From an optimization exercise on the open Yosys and OpenROAD flow, aimed at small area and a short achievable clock period; shortcuts taken in it are not production practice. RTL that was checked went through simulation tests only; none was proved equivalent to the original. Power figures rest on the tool's default switching activity, not on a simulated workload.

==> tundra: inputs <==
// decode_stage
module decode_stage (
  input  logic        clk,
  input  logic        rst_n,
  input  logic [31:0] instrF,
  input  logic [31:0] pcPlus4F,
  input  logic        stallD,
  input  logic        forwardAD,
  input  logic        forwardBD,
  input  logic [31:0] aluOutM,
  input  logic        regWriteW,
  input  logic [4:0]  writeRegW,
  input  logic [31:0] resultW,
  output logic [31:0] instrD,
  output logic [31:0] pcPlus4D,
  output logic [31:0] rd1D,
  output logic [31:0] rd2D,
  output logic [4:0]  rsD,
  output logic [4:0]  rtD,
  output logic [4:0]  rdD,
  output logic [31:0] signImmD,
  output logic [31:0] pcBranchD,
  output logic        pcSrcD
);
  localparam logic [5:0] c_OP_BEQ = 6'b000100;
  localparam logic [5:0] c_OP_BNE = 6'b000101;
  localparam logic [5:0] c_OP_J   = 6'b000010;
  logic [31:0] r_instr;
  logic [31:0] r_pc4;
  logic [31:0] r_regs [1:31];
  always_ff @(posedge clk) begin
    if (!rst_n) begin
  ...
==> module decode_stage, before the edit <==
module decode_stage (
  input  logic        clk,
  input  logic        rst_n,
  input  logic [31:0] instrF,
  input  logic [31:0] pcPlus4F,
  input  logic        stallD,
  input  logic        forwardAD,
  input  logic        forwardBD,
  input  logic [31:0] aluOutM,
  input  logic        regWriteW,
  input  logic [4:0]  writeRegW,
  input  logic [31:0] resultW,
  output logic [31:0] instrD,
  output logic [31:0] pcPlus4D,
  output logic [31:0] rd1D,
  output logic [31:0] rd2D,
  output logic [4:0]  rsD,
  output logic [4:0]  rtD,
  output logic [4:0]  rdD,
  output logic [31:0] signImmD,
  output logic [31:0] pcBranchD,
  output logic        pcSrcD
);
  localparam logic [5:0] c_OP_BEQ = 6'b000100;
  localparam logic [5:0] c_OP_BNE = 6'b000101;
  localparam logic [5:0] c_OP_J   = 6'b000010;
  logic [31:0] r_instr;
  logic [31:0] r_pc4;
  logic [31:0] r_regs [1:31];
  always_ff @(posedge clk) begin
    if (!rst_n) begin
      r_instr <= '0;
      r_pc4   <= '0;
    end else if (!stallD) begin
      if (pcSrcD) begin
        r_instr <= '0;
        r_pc4   <= '0;
      end else begin
        r_instr <= instrF;
        r_pc4   <= pcPlus4F;
      end
    end
  end
  logic [31:1] w_wsel;
  logic [31:1] w_wen;
  logic [31:0] w_wdata;
  always_comb begin
    for (int k = 1; k < 32; k++) begin
      w_wsel[k] = regWriteW && (writeRegW == 5'(k));
      w_wen[k]  = !rst_n || w_wsel[k];
    end
  end
  assign w_wdata = rst_n ? resultW : '0;
  always_ff @(posedge clk) begin
    for (int k = 1; k < 32; k++) begin
      if (w_wen[k]) r_regs[k] <= w_wdata;
    end
  end
  assign instrD   = r_instr;
  assign pcPlus4D = r_pc4;
  assign rsD      = r_instr[25:21];
  assign rtD      = r_instr[20:16];
  assign rdD      = r_instr[15:11];
  assign signImmD = {{16{r_instr[15]}}, r_instr[15:0]};
  logic [31:1] w_sel1, w_sel2;
  logic [31:0] w_reg1, w_reg2;
  always_comb begin
    w_reg1 = '0;
    w_reg2 = '0;
    for (int k = 1; k < 32; k++) begin
      w_sel1[k] = (rsD == 5'(k));
      w_sel2[k] = (rtD == 5'(k));
      w_reg1 = w_reg1 | ({32{w_sel1[k]}} & r_regs[k]);
      w_reg2 = w_reg2 | ({32{w_sel2[k]}} & r_regs[k]);
    end
  end
  logic w_byp1, w_byp2;
  assign w_byp1 = regWriteW && (writeRegW == rsD) && (rsD != 5'd0);
  assign w_byp2 = regWriteW && (writeRegW == rtD) && (rtD != 5'd0);
  assign rd1D = w_byp1 ? resultW : w_reg1;
  assign rd2D = w_byp2 ? resultW : w_reg2;
  logic eq_ar, eq_a2, eq_r2, eq_1a, eq_1r, eq_12, w_eq;
  assign eq_ar = (aluOutM == resultW);
  assign eq_a2 = (aluOutM == w_reg2);
  assign eq_r2 = (resultW == w_reg2);
  assign eq_1a = (w_reg1  == aluOutM);
  assign eq_1r = (w_reg1  == resultW);
  assign eq_12 = (w_reg1  == w_reg2);
  always_comb begin
    if (forwardAD) begin
      if (forwardBD)   w_eq = 1'b1;
      else if (w_byp2) w_eq = eq_ar;
      else             w_eq = eq_a2;
    end else if (w_byp1) begin
      if (forwardBD)   w_eq = eq_ar;
      else if (w_byp2) w_eq = 1'b1;
      else             w_eq = eq_r2;
    end else begin
      if (forwardBD)   w_eq = eq_1a;
      else if (w_byp2) w_eq = eq_1r;
      else             w_eq = eq_12;
    end
  end
  logic [5:0]  w_op;
  logic        w_taken;
  logic [31:0] w_target;
  assign w_op = r_instr[31:26];
  always_comb begin
    w_taken  = 1'b0;
    w_target = r_pc4 + {signImmD[29:0], 2'b00};
    case (w_op)
      c_OP_BEQ: w_taken = w_eq;
      c_OP_BNE: w_taken = !w_eq;
      c_OP_J: begin
        w_taken  = 1'b1;
        w_target = {r_pc4[31:28], r_instr[25:0], 2'b00};
      end
      default: w_taken = 1'b0;
    endcase
  end
  assign pcSrcD    = w_taken & ~stallD;
  assign pcBranchD = w_target;
endmodule
Settings: LEC_CHECK=0, CAP_MARGIN=20, CORE_MARGIN=2, CORE_UTILIZATION=60, SETUP_SLACK_MARGIN=3.5, SLEW_MARGIN=20; clock period 8.0 ns.
run.sh (not shown) runs the stock make flow with config.mk's settings and CLKGATE_MAP_FILE= SYNTH_SCRIPT=/design/flow/synth_recipe.tcl, a recipe that flattens the netlist after the stock synthesis.
==> inputs of harbor, as changes to tundra <==
==> flow/design.v (replaced) <==
`default_nettype none
module decode_stage (
  input  logic        clk,
  input  logic        rst_n,
  input  logic [31:0] instrF,
  input  logic [31:0] pcPlus4F,
  input  logic        stallD,
  input  logic        forwardAD,
  input  logic        forwardBD,
  input  logic [31:0] aluOutM,
  input  logic        regWriteW,
  input  logic [4:0]  writeRegW,
  input  logic [31:0] resultW,
  output logic [31:0] instrD,
  output logic [31:0] pcPlus4D,
  output logic [31:0] rd1D,
  output logic [31:0] rd2D,
  output logic [4:0]  rsD,
  output logic [4:0]  rtD,
  output logic [4:0]  rdD,
  output logic [31:0] signImmD,
  output logic [31:0] pcBranchD,
  output logic        pcSrcD
);
  localparam logic [5:0] c_OP_BEQ = 6'b000100;
  localparam logic [5:0] c_OP_BNE = 6'b000101;
  localparam logic [5:0] c_OP_J   = 6'b000010;
  logic [31:0] r_instr;
  logic [31:0] r_pc4;
  logic [31:0] r_regs [32];
  logic        w_wr_en;
  logic [5:0]  w_op;
  logic [31:0] w_cmp_a;
  logic [31:0] w_cmp_b;
  logic        w_taken;
  logic [31:0] w_target;
  always_ff @(posedge clk) begin
    if (!rst_n) begin
      r_instr <= '0;
      r_pc4   <= '0;
    end else if (!stallD) begin
      if (pcSrcD) begin
        r_instr <= '0;
        r_pc4   <= '0;
      end else begin
        r_instr <= instrF;
        r_pc4   <= pcPlus4F;
      end
    end
  end
  assign w_wr_en = regWriteW && (writeRegW != 5'd0);
  always_ff @(posedge clk) begin
    if (!rst_n) begin
      for (int i = 0; i < 32; i++) begin
        r_regs[i] <= '0;
      end
    end else if (w_wr_en) begin
      r_regs[writeRegW] <= resultW;
    end
  end
  assign instrD   = r_instr;
  assign pcPlus4D = r_pc4;
  assign rsD      = r_instr[25:21];
  assign rtD      = r_instr[20:16];
  assign rdD      = r_instr[15:11];
  assign signImmD = {{16{r_instr[15]}}, r_instr[15:0]};
  assign w_op     = r_instr[31:26];
  always_comb begin
    rd1D = r_regs[rsD];
    rd2D = r_regs[rtD];
    if (w_wr_en && (writeRegW == rsD)) rd1D = resultW;
    if (w_wr_en && (writeRegW == rtD)) rd2D = resultW;
    if (rsD == 5'd0) rd1D = '0;
    if (rtD == 5'd0) rd2D = '0;
  end
  assign w_cmp_a = forwardAD ? aluOutM : rd1D;
  assign w_cmp_b = forwardBD ? aluOutM : rd2D;
  always_comb begin
    w_taken  = 1'b0;
    w_target = r_pc4 + {signImmD[29:0], 2'b00};
    case (w_op)
      c_OP_BEQ: w_taken = (w_cmp_a == w_cmp_b);
      c_OP_BNE: w_taken = (w_cmp_a != w_cmp_b);
      c_OP_J: begin
        w_taken  = 1'b1;
        w_target = {r_pc4[31:28], r_instr[25:0], 2'b00};
      end
      default: w_taken = 1'b0;
    endcase
  end
  assign pcSrcD    = w_taken & ~stallD;
  assign pcBranchD = w_target;
endmodule
`default_nettype wire
--- a/flow/config.mk
+++ b/flow/config.mk
@@ -8,5 +8,4 @@
 export CAP_MARGIN = 20
 export CORE_MARGIN = 2
-export CORE_UTILIZATION = 60
-export SETUP_SLACK_MARGIN = 3.5
+export CORE_UTILIZATION = 40
 export SLEW_MARGIN = 20
==> results.tsv <==
stage	metric	value	unit
synth	yosysUniqueCellTypes	80	
grt	grtUsageTotal	65.9	%
synth	ys_seq_area_share	61.5	%
grt	grtUsageMet2	79.8	%
synth	yosys_warnings	2	
synth	postSynthCellCount	3939	
run_status	outcome	did not finish	
synth	synthSimpleGateAreaFrac	12.7	%
synth	synth_compound_area_share	17.8	%
clock_tree	clkSinkCount	1056	
run_status	stop_error	[ERROR GRT-0232] Routing congestion too high. Check the congestion heatmap in the GUI.	
placed_design	place_inst	5227	
run_status	stop_stage	5_1_grt	
placed_design	dp_hpwl	157000	um
synth	yosys_register_bits	1056	
placed_design	gp_congestion	1.14	
the above is filed under tundra

==> results.tsv <==
stage	metric	value	unit
synth	ys_seq_area_share	51.1	%
synth	yosysUniqueCellTypes	96	
grt	grtUsageTotal	35.5	%
synth	postSynthCellCount	4881	
synth	synth_compound_area_share	7.08	%
placed_design	dp_hpwl	194000	um
clock_tree	clkSinkCount	1098	
placed_design	place_inst	7148	
run_status	outcome	finished clean	
synth	synthSimpleGateAreaFrac	14.7	%
grt	grtUsageMet2	51.4	%
placed_design	gp_congestion	1.03	
the above is filed under harbor

No functional check of the RTL was part of tundra.


==> build 84 <==
Another version of the RTL of decode_stage (not shown whole).
export LEC_CHECK = 0
export CAP_MARGIN = 20
export CORE_MARGIN = 2
export CORE_UTILIZATION = 40
export SETUP_SLACK_MARGIN = 3.5
export SLEW_MARGIN = 20
export SYNTH_HIERARCHICAL = 1
create_clock -name core_clock -period 8.0 [get_ports {clk}]
standard.sh (not shown) runs the stock make flow with config.mk's settings and CLKGATE_MAP_FILE= SYNTH_SCRIPT=/design/flow/synth_recipe.tcl, a recipe that flattens the netlist after the stock synthesis.
==> flow/flow/run.sh <==
#!/bin/bash
# Layout: the standard flow (standard.sh, unchanged synthesis), with two
# changes to how the layout is made:
#  - the port buffers that global placement inserts on every input and output
#    are sky130_fd_sc_hd__buf_2 rather than the resizer's default choice;
#  - timing repair may resize a cell to any footprint (MATCH_CELL_FOOTPRINT=0).
# The make output goes to flow_make.log here; each ORFS step also keeps its own
# log under orfs/logs/.
set -euo pipefail
bash standard.sh MATCH_CELL_FOOTPRINT=0 \
  "BUFFER_PORTS_ARGS=-buffer_cell sky130_fd_sc_hd__buf_2" \
  finish > flow_make.log 2>&1
==> trial 36: changes against build 84 <==
--- a/flow/design.v
+++ b/flow/design.v
@@ -87,16 +87,21 @@
     end
     decode_stage_rdbit u_rd1 (.sel(w_sel1), .d(w_col), .q(w_regF1[b]));
     decode_stage_rdbit u_rd2 (.sel(w_sel2), .d(w_col), .q(w_regF2[b]));
   end
   logic w_bypF1, w_bypF2, w_byp1, w_byp2;
   assign w_bypF1 = regWriteW && (writeRegW == w_rsF) && (w_rsF != 5'd0);
   assign w_bypF2 = regWriteW && (writeRegW == w_rtF) && (w_rtF != 5'd0);
-  assign w_byp1  = regWriteW && (writeRegW == rsD) && (rsD != 5'd0);
-  assign w_byp2  = regWriteW && (writeRegW == rtD) && (rtD != 5'd0);
+  logic w_rsnz, w_rtnz, w_byp1_n, w_byp2_n;
+  assign w_rsnz = (rsD != 5'd0);
+  assign w_rtnz = (rtD != 5'd0);
+  decode_stage_bypcmp u_byp1 (.we(regWriteW), .wa(writeRegW), .ra(rsD), .ranz(w_rsnz),
+                              .hit(w_byp1), .hit_n(w_byp1_n));
+  decode_stage_bypcmp u_byp2 (.we(regWriteW), .wa(writeRegW), .ra(rtD), .ranz(w_rtnz),
+                              .hit(w_byp2), .hit_n(w_byp2_n));
   logic w_res1, w_q1, w_reg1, w_res2, w_q2, w_reg2;
   assign w_res1 = (w_hold && w_byp1) || (w_load && w_bypF1);
   assign w_q1   = w_hold && !w_byp1;
   assign w_reg1 = w_load && !w_bypF1;
   assign w_res2 = (w_hold && w_byp2) || (w_load && w_bypF2);
   assign w_q2   = w_hold && !w_byp2;
   assign w_reg2 = w_load && !w_bypF2;
@@ -111,16 +116,24 @@
       .c2(w_reg2), .x2(w_regF2[b]), .d(w_rd2_d[b])
     );
   end
   always_ff @(posedge clk) begin
     r_rd1 <= w_rd1_d;
     r_rd2 <= w_rd2_d;
   end
-  assign rd1D = w_byp1 ? resultW : r_rd1;
-  assign rd2D = w_byp2 ? resultW : r_rd2;
+  for (genvar g = 0; g < 2; g++) begin : g_out
+    logic w_o1, w_o2;
+    logic w_o1_n, w_o2_n;
+    decode_stage_bypcmp u_c1 (.we(regWriteW), .wa(writeRegW), .ra(rsD), .ranz(w_rsnz),
+                              .hit(w_o1), .hit_n(w_o1_n));
+    decode_stage_bypcmp u_c2 (.we(regWriteW), .wa(writeRegW), .ra(rtD), .ranz(w_rtnz),
+                              .hit(w_o2), .hit_n(w_o2_n));
+    assign rd1D[16*g+15:16*g] = w_o1 ? resultW[16*g+15:16*g] : r_rd1[16*g+15:16*g];
+    assign rd2D[16*g+15:16*g] = w_o2 ? resultW[16*g+15:16*g] : r_rd2[16*g+15:16*g];
+  end
   logic [31:0] w_tgtF, w_pcbr_d;
   assign w_tgtF = (instrF[31:26] == c_OP_J) ? {pcPlus4F[31:28], instrF[25:0], 2'b00}
                 : pcPlus4F + {{14{instrF[15]}}, instrF[15:0], 2'b00};
   for (genvar b = 0; b < 32; b++) begin : g_pcbr
     decode_stage_ao2 u_d (
       .c0(w_load), .x0(w_tgtF[b]), .c1(w_hold), .x1(r_pcbr[b]), .d(w_pcbr_d[b])
     );
@@ -136,39 +149,76 @@
   logic eq_ar, eq_a2, eq_r2, eq_1a, eq_1r, eq_12;
   decode_stage_eq32 u_eq_ar (.a(aluOutM), .b(resultW), .eq(eq_ar));
   decode_stage_eq32 u_eq_a2 (.a(aluOutM), .b(r_rd2),   .eq(eq_a2));
   decode_stage_eq32 u_eq_r2 (.a(resultW), .b(r_rd2),   .eq(eq_r2));
   decode_stage_eq32 u_eq_1a (.a(r_rd1),   .b(aluOutM), .eq(eq_1a));
   decode_stage_eq32 u_eq_1r (.a(r_rd1),   .b(resultW), .eq(eq_1r));
   decode_stage_eq32 u_eq_12 (.a(r_rd1),   .b(r_rd2),   .eq(eq_12));
-  logic p_a, p_r, p_1, q_a, q_r, q_2;
-  assign p_a = forwardAD;
-  assign p_r = !forwardAD && w_byp1;
-  assign p_1 = !forwardAD && !w_byp1;
-  assign q_a = forwardBD;
-  assign q_r = !forwardBD && w_byp2;
-  assign q_2 = !forwardBD && !w_byp2;
-  logic [5:0] w_sel, w_sb, w_sn;
-  assign w_sel = {p_1 & q_2, p_1 & q_r, p_1 & q_a, p_r & q_2, p_a & q_2,
-                  (p_a & q_r) | (p_r & q_a)};
-  assign w_sb = w_sel & {6{w_isbeq}};
-  assign w_sn = w_sel & {6{w_isbne}};
-  logic w_early;
-  assign w_early = w_isj | (w_isbeq & ((p_a & q_a) | (p_r & q_r)));
+  logic e_nn, e_na, e_an, e_aa;
+  assign e_nn = !forwardAD && !forwardBD;
+  assign e_na = !forwardAD &&  forwardBD;
+  assign e_an =  forwardAD && !forwardBD;
+  assign e_aa =  forwardAD &&  forwardBD;
+  logic [5:0] w_sb, w_sn;
+  logic       w_early;
+  decode_stage_late u_late (
+    .isbeq(w_isbeq), .isbne(w_isbne), .isj(w_isj),
+    .e_nn(e_nn), .e_na(e_na), .e_an(e_an), .e_aa(e_aa),
+    .b1(w_byp1), .b1_n(w_byp1_n), .b2(w_byp2), .b2_n(w_byp2_n),
+    .sb(w_sb), .sn(w_sn), .early(w_early)
+  );
   decode_stage_take u_take (
     .eq({eq_12, eq_1r, eq_1a, eq_r2, eq_a2, eq_ar}),
     .sb(w_sb), .sn(w_sn), .early(w_early), .stall(stallD), .taken(pcSrcD)
   );
 endmodule
 module decode_stage_eq32 (
   input  logic [31:0] a,
   input  logic [31:0] b,
   output logic        eq
 );
-  assign eq = (a == b);
+  logic [31:0] l0;    
+  logic [15:0] l1;    
+  logic [7:0]  l2;    
+  logic [3:0]  l3;    
+  logic [1:0]  l4;    
+  for (genvar i = 0; i < 32; i++) begin : g_l0
+    decode_stage_xor2 u (.a(a[i]), .b(b[i]), .y(l0[i]));
+  end
+  for (genvar i = 0; i < 16; i++) begin : g_l1
+    decode_stage_nor2 u (.a(l0[2*i]), .b(l0[2*i+1]), .y(l1[i]));
+  end
+  for (genvar i = 0; i < 8; i++) begin : g_l2
+    decode_stage_nand2 u (.a(l1[2*i]), .b(l1[2*i+1]), .y(l2[i]));
+  end
+  for (genvar i = 0; i < 4; i++) begin : g_l3
+    decode_stage_nor2 u (.a(l2[2*i]), .b(l2[2*i+1]), .y(l3[i]));
+  end
+  for (genvar i = 0; i < 2; i++) begin : g_l4
+    decode_stage_nand2 u (.a(l3[2*i]), .b(l3[2*i+1]), .y(l4[i]));
+  end
+  decode_stage_nor2 u_l5 (.a(l4[0]), .b(l4[1]), .y(eq));
+endmodule
+module decode_stage_xor2 (input logic a, b, output logic y);
+  assign y = a ^ b;
+endmodule
+module decode_stage_nor2 (input logic a, b, output logic y);
+  assign y = !(a | b);
+endmodule
+module decode_stage_nand2 (input logic a, b, output logic y);
+  assign y = !(a & b);
+endmodule
+module decode_stage_xnor2 (input logic a, b, output logic y);
+  assign y = !(a ^ b);
+endmodule
+module decode_stage_nand3 (input logic a, b, c, output logic y);
+  assign y = !(a & b & c);
+endmodule
+module decode_stage_nand4 (input logic a, b, c, d, output logic y);
+  assign y = !(a & b & c & d);
 endmodule
 module decode_stage_rdbit (
   input  logic [31:1] sel,
   input  logic [31:1] d,
   output logic        q
 );
   logic [10:0] g_n;
@@ -219,8 +269,45 @@
 endmodule
 module decode_stage_mux2i (
   input  logic s, a1, a0,
   output logic y_n
 );
   assign y_n = !(s ? a1 : a0);
 endmodule
+module decode_stage_bypcmp (
+  input  logic       we,
+  input  logic [4:0] wa,
+  input  logic [4:0] ra,
+  input  logic       ranz,    
+  output logic       hit,
+  output logic       hit_n
+);
+  logic [4:0] x;
+  logic       n1, n2;
+  for (genvar i = 0; i < 5; i++) begin : g_x
+    decode_stage_xnor2 u_x (.a(wa[i]), .b(ra[i]), .y(x[i]));
+  end
+  decode_stage_nand3 u_n1 (.a(x[0]), .b(x[1]), .c(x[2]), .y(n1));
+  decode_stage_nand4 u_n2 (.a(x[3]), .b(x[4]), .c(we), .d(ranz), .y(n2));
+  decode_stage_nor2  u_h  (.a(n1), .b(n2), .y(hit));
+  assign hit_n = n1 || n2;
+endmodule
+module decode_stage_late (
+  input  logic       isbeq, isbne, isj,
+  input  logic       e_nn, e_na, e_an, e_aa,
+  input  logic       b1, b1_n, b2, b2_n,
+  output logic [5:0] sb,
+  output logic [5:0] sn,
+  output logic       early
+);
+  logic [5:0] s;
+  assign s[5] = e_nn & b1_n & b2_n;               
+  assign s[4] = e_nn & b1_n & b2;                 
+  assign s[3] = e_na & b1_n;                      
+  assign s[2] = e_nn & b1 & b2_n;                 
+  assign s[1] = e_an & b2_n;                      
+  assign s[0] = (e_an & b2) | (e_na & b1);        
+  assign sb = s & {6{isbeq}};
+  assign sn = s & {6{isbne}};
+  assign early = isj | (isbeq & (e_aa | (e_nn & b1 & b2)));
+endmodule
 `default_nettype wire
==> flow/flow/run.sh (replaced) <==
#!/bin/bash
# Layout: the standard flow (standard.sh, unchanged synthesis), with two
# changes to how the layout is made:
#  - the port buffers that global placement inserts on every input and output
#    are sky130_fd_sc_hd__buf_1 rather than the resizer's default choice;
#  - timing repair may resize a cell to any footprint (MATCH_CELL_FOOTPRINT=0).
# The make output goes to flow_make.log here; each ORFS step also keeps its own
# log under orfs/logs/.
set -euo pipefail
bash standard.sh MATCH_CELL_FOOTPRINT=0 \
  "BUFFER_PORTS_ARGS=-buffer_cell sky130_fd_sc_hd__buf_1" \
  finish > flow_make.log 2>&1
Settings changed: CTS_CLUSTER_DIAMETER set to 80, CTS_CLUSTER_SIZE set to 25, SETUP_SLACK_MARGIN 3.5 to 3.0.
==> comparison <==
Between build 84 and trial 36, the lower combinational power is in trial 36 (gap about 7%, measured against trial 36).
Final area: build 84 is higher than trial 36 (about 7%).
Between build 84 and trial 36, the lower via count is in trial 36 (gap 2.9%, measured against trial 36).
Against build 84, the global-route usage of trial 36 is lower by 3.4 points.
Between build 84 and trial 36, the lower sequential share of layout area is in build 84 (gap 2.7 points).
In trial 36 the clock power is lower than in build 84, by 41%.
Of trial 36 and build 84, trial 36 has the higher register-to-register slack (gap 0.19 ns).
In flip-flop and latch count, trial 36 and build 84 do not differ.
Against trial 36, the worst hold slack of build 84 is lower by 0.0087 ns.
Non-clock buffer count: trial 36 is lower than build 84 (51).
Trial 36 went through all stages and came out clean. Build 84 passed the timing, DRC and antenna checks.
==> figures <==
Outcome: build 84 finished clean; trial 36 finished clean
Slew of the pin with the lowest slew margin: build 84 1.27 ns; trial 36 1.24 ns
Buffer count from post-CTS setup fixing: build 84 28; trial 36 0
Power per unit of standard cell area: build 84 244 mW/mm^2; trial 36 216 mW/mm^2
Met2 WL: build 84 101000 microns; trial 36 95700 microns
Post-cts gate resize count: build 84 168; trial 36 71
Final nets: build 84 4990; trial 36 5034
Post-synthesis average cell area: build 84 11.4 sq um; trial 36 11.1 sq um
Fill cells: build 84 10700; trial 36 11300
Fraction of area in multi-input gates: build 84 43.4%; trial 36 46.3%
First drt pass iteration count: build 84 14; trial 36 13
Hpwl dp: build 84 146000 microns; trial 36 139000 microns
Clock network area share: build 84 6.66%; trial 36 2.95%
Setup slack at placement: build 84 2.37 ns; trial 36 2.25 ns
Clock-pin slew of the registers on the worst-case setup and hold paths: build 84 0.06 ns; trial 36 0.09 ns
Number of instances in the placed design: build 84 6255; trial 36 6423
Count of inserted tapcells: build 84 1612; trial 36 1625
Capture instance of the worst register-to-register path: build 84 r_pc4[25]$_DFF_P_; trial 36 r_rd1[21]$_DFF_P_
Maximum fanout encountered on the critical timing path: build 84 3; trial 36 13
Crit. Startpoint: build 84 aluOutM[12]; trial 36 writeRegW[3]
Clock tree buffer count of the final layout: build 84 175; trial 36 62

[what the ideal ports hide]
No port has a modelled driver above. Below, the same layouts with a new extraction and two added sets of constraints.
Step 1, drivers: a clkbuf_16 drives clk and a buf_2 each remaining input, both assumed.
Step 2 adds t to the input delays and takes it off the output delays; t is the mean of the earliest and latest rising clock arrival at the registers after step 1. Input paths then give back, and output paths get back, about the clock's delay inside the block.
Three values: ideal ports, drivers, drivers and shift; two values: the first two.
| run | t (ns) | setup slack, ns | hold WS [ns] | worst setup path after step 2 | slew at the worst register clock pin (ns) |
|---|---|---|---|---|---|
| harbor | 0.865 | 0.342 / 0.263 / 0.275 | 0.581 / 0.581 / 0.581 | input to output | 0.07 / 0.07 |
| build 84 | 0.854 | 2.846 / 2.720 / 2.720 | 0.467 / 0.467 / 0.467 | input to output | 0.07 / 0.07 |
| trial 36 | 0.798 | 3.007 / 2.942 / 2.527 | 0.475 / 0.475 / 0.475 | input to register | 0.11 / 0.11 |
After both steps every run listed still meets setup and hold. The setup slack of trial 36, which loses most, moves by -0.065 ns with the drivers and by -0.480 ns with both steps.
